Background: an optimization exercise with open tools, aiming at small area. Do not read the settings as production practice. Function was checked by simulation only, so behaviour that the tests miss may differ from the original. Power figures rest on the tool's default switching activity, not on a simulated workload.

// iir_cascade_top
module iir_cascade_top
#(
    parameter int SAMPLE_DIV = 16    
) (
    input  logic         clk,
    input  logic         reset,
    input  logic         run,
    input  logic [15:0]  sample_in,
    input  logic [79:0]  coef_s1,
    input  logic [79:0]  coef_s2,
    output logic         sample_req,
    output logic [15:0]  filt_out,
    output logic         out_valid
);
    localparam logic [29:0] ACC_INIT = 30'h15572000;
    sample_rate_timer #(
        .SAMPLE_DIV (SAMPLE_DIV)
    ) u_timer (
        .clk        (clk),
        .reset      (reset),
        .run        (run),
        .sample_req (sample_req)
    );
    logic [4:0]  step;           
    logic        hist_ok1;       
    logic        hist_ok2;       
    logic [15:0] x1, x2;         
    logic [15:0] y1a, y1b;       
    logic [15:0] y2a, y2b;       
    logic [15:0] c0, c1, c2, c3; 
    logic [29:0] acc;
    always_ff @(posedge clk) begin
        if (!reset)
            step <= '0;
        else if (sample_req)
            step <= 5'd1;
        else if (step == 5'd16)
            step <= '0;
        else if (step != 5'd0)
            step <= step + 5'd1;
    end
    always_ff @(posedge clk) begin
        if (!reset)
            out_valid <= 1'b0;
        else
            out_valid <= (step == 5'd16);
    end
    always_ff @(posedge clk) begin
        if (!reset) begin
            hist_ok1 <= 1'b0;
            hist_ok2 <= 1'b0;
        end else if (step == 5'd16) begin
            hist_ok1 <= 1'b1;
  ...
export LEC_CHECK = 0
export CAP_MARGIN = 20
export CORE_MARGIN = 2
export CORE_UTILIZATION = 40
export SLEW_MARGIN = 20
export SYNTH_HIERARCHICAL = 1
export SYNTH_MINIMUM_KEEP_SIZE = 0
create_clock -name core_clock -period 10.0 [get_ports {clk}]
standard.sh (not shown) runs the stock make flow with config.mk's settings and CLKGATE_MAP_FILE= SYNTH_SCRIPT=/design/flow/synth_recipe.tcl, a recipe that flattens the netlist after the stock synthesis.
==> flow/flow/run.sh <==
#!/bin/bash
set -o pipefail
export BUFFER_PORTS_ARGS="-buffer_cell sky130_fd_sc_hd__buf_1"
export CTS_ARGS="-sink_clustering_enable -repair_clock_nets -dont_use_dummy_load -buf_list sky130_fd_sc_hd__clkbuf_8 -sink_clustering_size 20 -sink_clustering_max_diameter 60"
bash standard.sh > standard.log 2>&1
Then changed:
==> flow/flow/run.sh (replaced) <==
#!/bin/bash
set -euo pipefail
export BUFFER_PORTS_ARGS="-buffer_cell sky130_fd_sc_hd__buf_1"
export CTS_ARGS="-sink_clustering_enable -repair_clock_nets -dont_use_dummy_load -buf_list sky130_fd_sc_hd__clkbuf_4 -sink_clustering_size 8 -sink_clustering_max_diameter 40"
bash standard.sh synth > synth.log 2>&1
ODB=orfs/results/$FLOW_PLATFORM/iir_cascade_top/base/1_synth.odb \
LIB_FILE=$FLOW_HOME/platforms/$FLOW_PLATFORM/lib/sky130_fd_sc_hd__tt_025C_1v80.lib \
  openroad -no_init -exit flow/downsize.tcl > downsize.log 2>&1
bash standard.sh > standard.log 2>&1
==> flow/flow/downsize.tcl (new file) <==
# Area recovery before floorplan: every combinational cell of the synthesized netlist that
# has a smaller variant of the same function (same base name, e.g. a22oi_2 -> a22oi_1) is
# swapped for the smallest one. Flip-flops, latches, clock cells, buffers and inverters are
# left alone. The standard flow's later repair steps size cells back up where timing,
# slew or capacitance needs it.
read_liberty $::env(LIB_FILE)
read_db $::env(ODB)
set skip {df dl clk buf inv fill tap decap conb diode probe lpflow ebuf einv mux4 dlygate dlymetal}
set best [dict create]
foreach lc [get_lib_cells *] {
  set name [get_name $lc]
  if {![regexp {^(sky130_fd_sc_hd__[a-z0-9]+)_([0-9]+)$} $name -> base sz]} { continue }
  set bad 0
  foreach s $skip { if {[string first $s $base] >= 0} { set bad 1 } }
  if {$bad} { continue }
  set a [get_property $lc area]
  if {![dict exists $best $base] || $a < [lindex [dict get $best $base] 1]} {
    dict set best $base [list $name $a]
  }
}
set n 0
set saved 0.0
foreach inst [get_cells *] {
  set ref [get_property $inst ref_name]
  if {![regexp {^(sky130_fd_sc_hd__[a-z0-9]+)_([0-9]+)$} $ref -> base sz]} { continue }
  if {![dict exists $best $base]} { continue }
  lassign [dict get $best $base] to ato
  if {$to eq $ref} { continue }
  set afrom [get_property [get_lib_cells */$ref] area]
  if {$ato >= $afrom} { continue }
  replace_cell $inst $to
  incr n
  set saved [expr {$saved + $afrom - $ato}]
}
puts "downsize: replaced $n cells, [format %.1f $saved] um2 less"
write_db $::env(ODB)
- CELL_PAD_IN_SITES_DETAIL_PLACEMENT: default -> 1
- CORE_UTILIZATION: 40 -> 50
- PLACE_DENSITY: default -> 0.65
Result: Clock power goes down by about 1%; die area is lower by 23%; cell count came out lower by 6.7%; global-route usage rose by 7.5 points; synthesized area drops by 4.8%; setup slack loses 290 ps; count of clock-buffer cells in the layout grows by 16; hold slack is worse by 3.3 ps; flip-flop and latch count stays the same.
Then changed:
==> flow/flow/run.sh (replaced) <==
#!/bin/bash
set -o pipefail
export BUFFER_PORTS_ARGS="-buffer_cell sky130_fd_sc_hd__buf_1"
export CTS_ARGS="-sink_clustering_enable -repair_clock_nets -dont_use_dummy_load -buf_list sky130_fd_sc_hd__clkbuf_4 -sink_clustering_size 12 -sink_clustering_max_diameter 50"
bash standard.sh > standard.log 2>&1
- CORE_UTILIZATION: 50 -> 40
- PLACE_DENSITY: 0.65 -> default
removed: flow/flow/downsize.tcl
=> Cell count grows by 7.6%; total power grows by 3.9%; combinational power grows by about 10%; register-to-register slack improved by 270 ps.
Then changed:
==> flow/flow/run.sh (replaced) <==
#!/bin/bash
set -euo pipefail
export BUFFER_PORTS_ARGS="-buffer_cell sky130_fd_sc_hd__buf_1"
export CTS_ARGS="-sink_clustering_enable -repair_clock_nets -dont_use_dummy_load -buf_list sky130_fd_sc_hd__clkbuf_4 -sink_clustering_size 11 -sink_clustering_max_diameter 40"
bash standard.sh synth > synth.log 2>&1
ODB=orfs/results/$FLOW_PLATFORM/iir_cascade_top/base/1_synth.odb \
LIB_FILE=$FLOW_HOME/platforms/$FLOW_PLATFORM/lib/sky130_fd_sc_hd__tt_025C_1v80.lib \
  openroad -no_init -exit flow/downsize.tcl > downsize.log 2>&1
bash standard.sh > standard.log 2>&1
==> flow/flow/downsize.tcl (new file) <==
# Area recovery before floorplan: every combinational cell of the synthesized netlist that
# has a smaller variant of the same function (same base name, e.g. a22oi_2 -> a22oi_1) is
# swapped for the smallest one. Flip-flops, latches, clock cells, buffers and inverters are
# left alone. The standard flow's later repair steps size cells back up where timing,
# slew or capacitance needs it.
read_liberty $::env(LIB_FILE)
read_db $::env(ODB)
set skip {df dl clk buf inv fill tap decap conb diode probe lpflow ebuf einv mux4 dlygate dlymetal}
set best [dict create]
foreach lc [get_lib_cells *] {
  set name [get_name $lc]
  if {![regexp {^(sky130_fd_sc_hd__[a-z0-9]+)_([0-9]+)$} $name -> base sz]} { continue }
  set bad 0
  foreach s $skip { if {[string first $s $base] >= 0} { set bad 1 } }
  if {$bad} { continue }
  set a [get_property $lc area]
  if {![dict exists $best $base] || $a < [lindex [dict get $best $base] 1]} {
    dict set best $base [list $name $a]
  }
}
set n 0
set saved 0.0
foreach inst [get_cells *] {
  set ref [get_property $inst ref_name]
  if {![regexp {^(sky130_fd_sc_hd__[a-z0-9]+)_([0-9]+)$} $ref -> base sz]} { continue }
  if {![dict exists $best $base]} { continue }
  lassign [dict get $best $base] to ato
  if {$to eq $ref} { continue }
  set afrom [get_property [get_lib_cells */$ref] area]
  if {$ato >= $afrom} { continue }
  replace_cell $inst $to
  incr n
  set saved [expr {$saved + $afrom - $ato}]
}
puts "downsize: replaced $n cells, [format %.1f $saved] um2 less"
write_db $::env(ODB)
- CORE_UTILIZATION: 40 -> 50
- PLACE_DENSITY: default -> 0.65
Cell count drops by about 7%.
Core utilization climbs by 11 points.
Combinational power drops by about 10%.
Total power drops by about 4%.
Die area drops by about 23%.
Final area drops by about 6%.
Clock skew climbs by 45 ps.
Setup slack loses 290 ps.
Global-route usage climbs by 5.7 points.
First-iteration DRC count climbs by 37%.
Register-to-register slack loses 290 ps.
Then changed:
--- a/flow/flow/run.sh
+++ b/flow/flow/run.sh
@@ -4 +4 @@
-export CTS_ARGS="-sink_clustering_enable -repair_clock_nets -dont_use_dummy_load -buf_list sky130_fd_sc_hd__clkbuf_4 -sink_clustering_size 11 -sink_clustering_max_diameter 40"
+export CTS_ARGS="-sink_clustering_enable -repair_clock_nets -dont_use_dummy_load -buf_list sky130_fd_sc_hd__clkbuf_4 -sink_clustering_size 8 -sink_clustering_max_diameter 40"
- CAP_MARGIN: 20 -> 0
- SLEW_MARGIN: 20 -> 0
After rerunning: The new run completed without violations. Wire length hardly moves. Global-route usage hardly moves. Worst setup slack degrades by 63 ps. Hold slack is worse by 14 ps.

[re-timing with driven ports]
The flow's constraints put no driver on any port. The routed layouts listed below were extracted and timed again, unchanged, in two steps. Step 1 sets driving cells, clkbuf_16 on the clock port and buf_2 on the other inputs (assumed; they add their load-dependent delay and slew). Step 2 moves the port delays by t, midway between the first and last clock arrival at a register: inputs arrive t later, outputs are due t later. That takes back most of the time a late clock gives input paths. Three values: no drivers, after step 1, after step 2; two values: the first two.
| run | shift t [ns] | slack for setup (ns) | worst setup path after step 2 | worst register clock-pin slew, ns | pins driven straight from the clock port |
|---|---|---|---|---|---|
| the first run | 0.587 | 1.214 / 1.214 / 1.214 | register to register | 0.12 / 0.12 | 1 |
| the second run | 0.689 | 0.924 / 0.924 / 0.924 | register to register | 0.09 / 0.09 | 1 |
| the third run | 0.757 | 1.199 / 1.199 / 1.144 | input to register | 0.13 / 0.13 | 1 |
| the fourth run | 0.689 | 0.907 / 0.907 / 0.907 | register to register | 0.12 / 0.12 | 1 |
| the fifth run | 0.689 | 0.844 / 0.844 / 0.844 | register to register | 0.09 / 0.09 | 1 |
After both steps setup and hold are still met in every run listed. For the third run, which loses most, drivers alone change the setup slack by 0.000 ns; drivers and shift together by -0.055 ns.
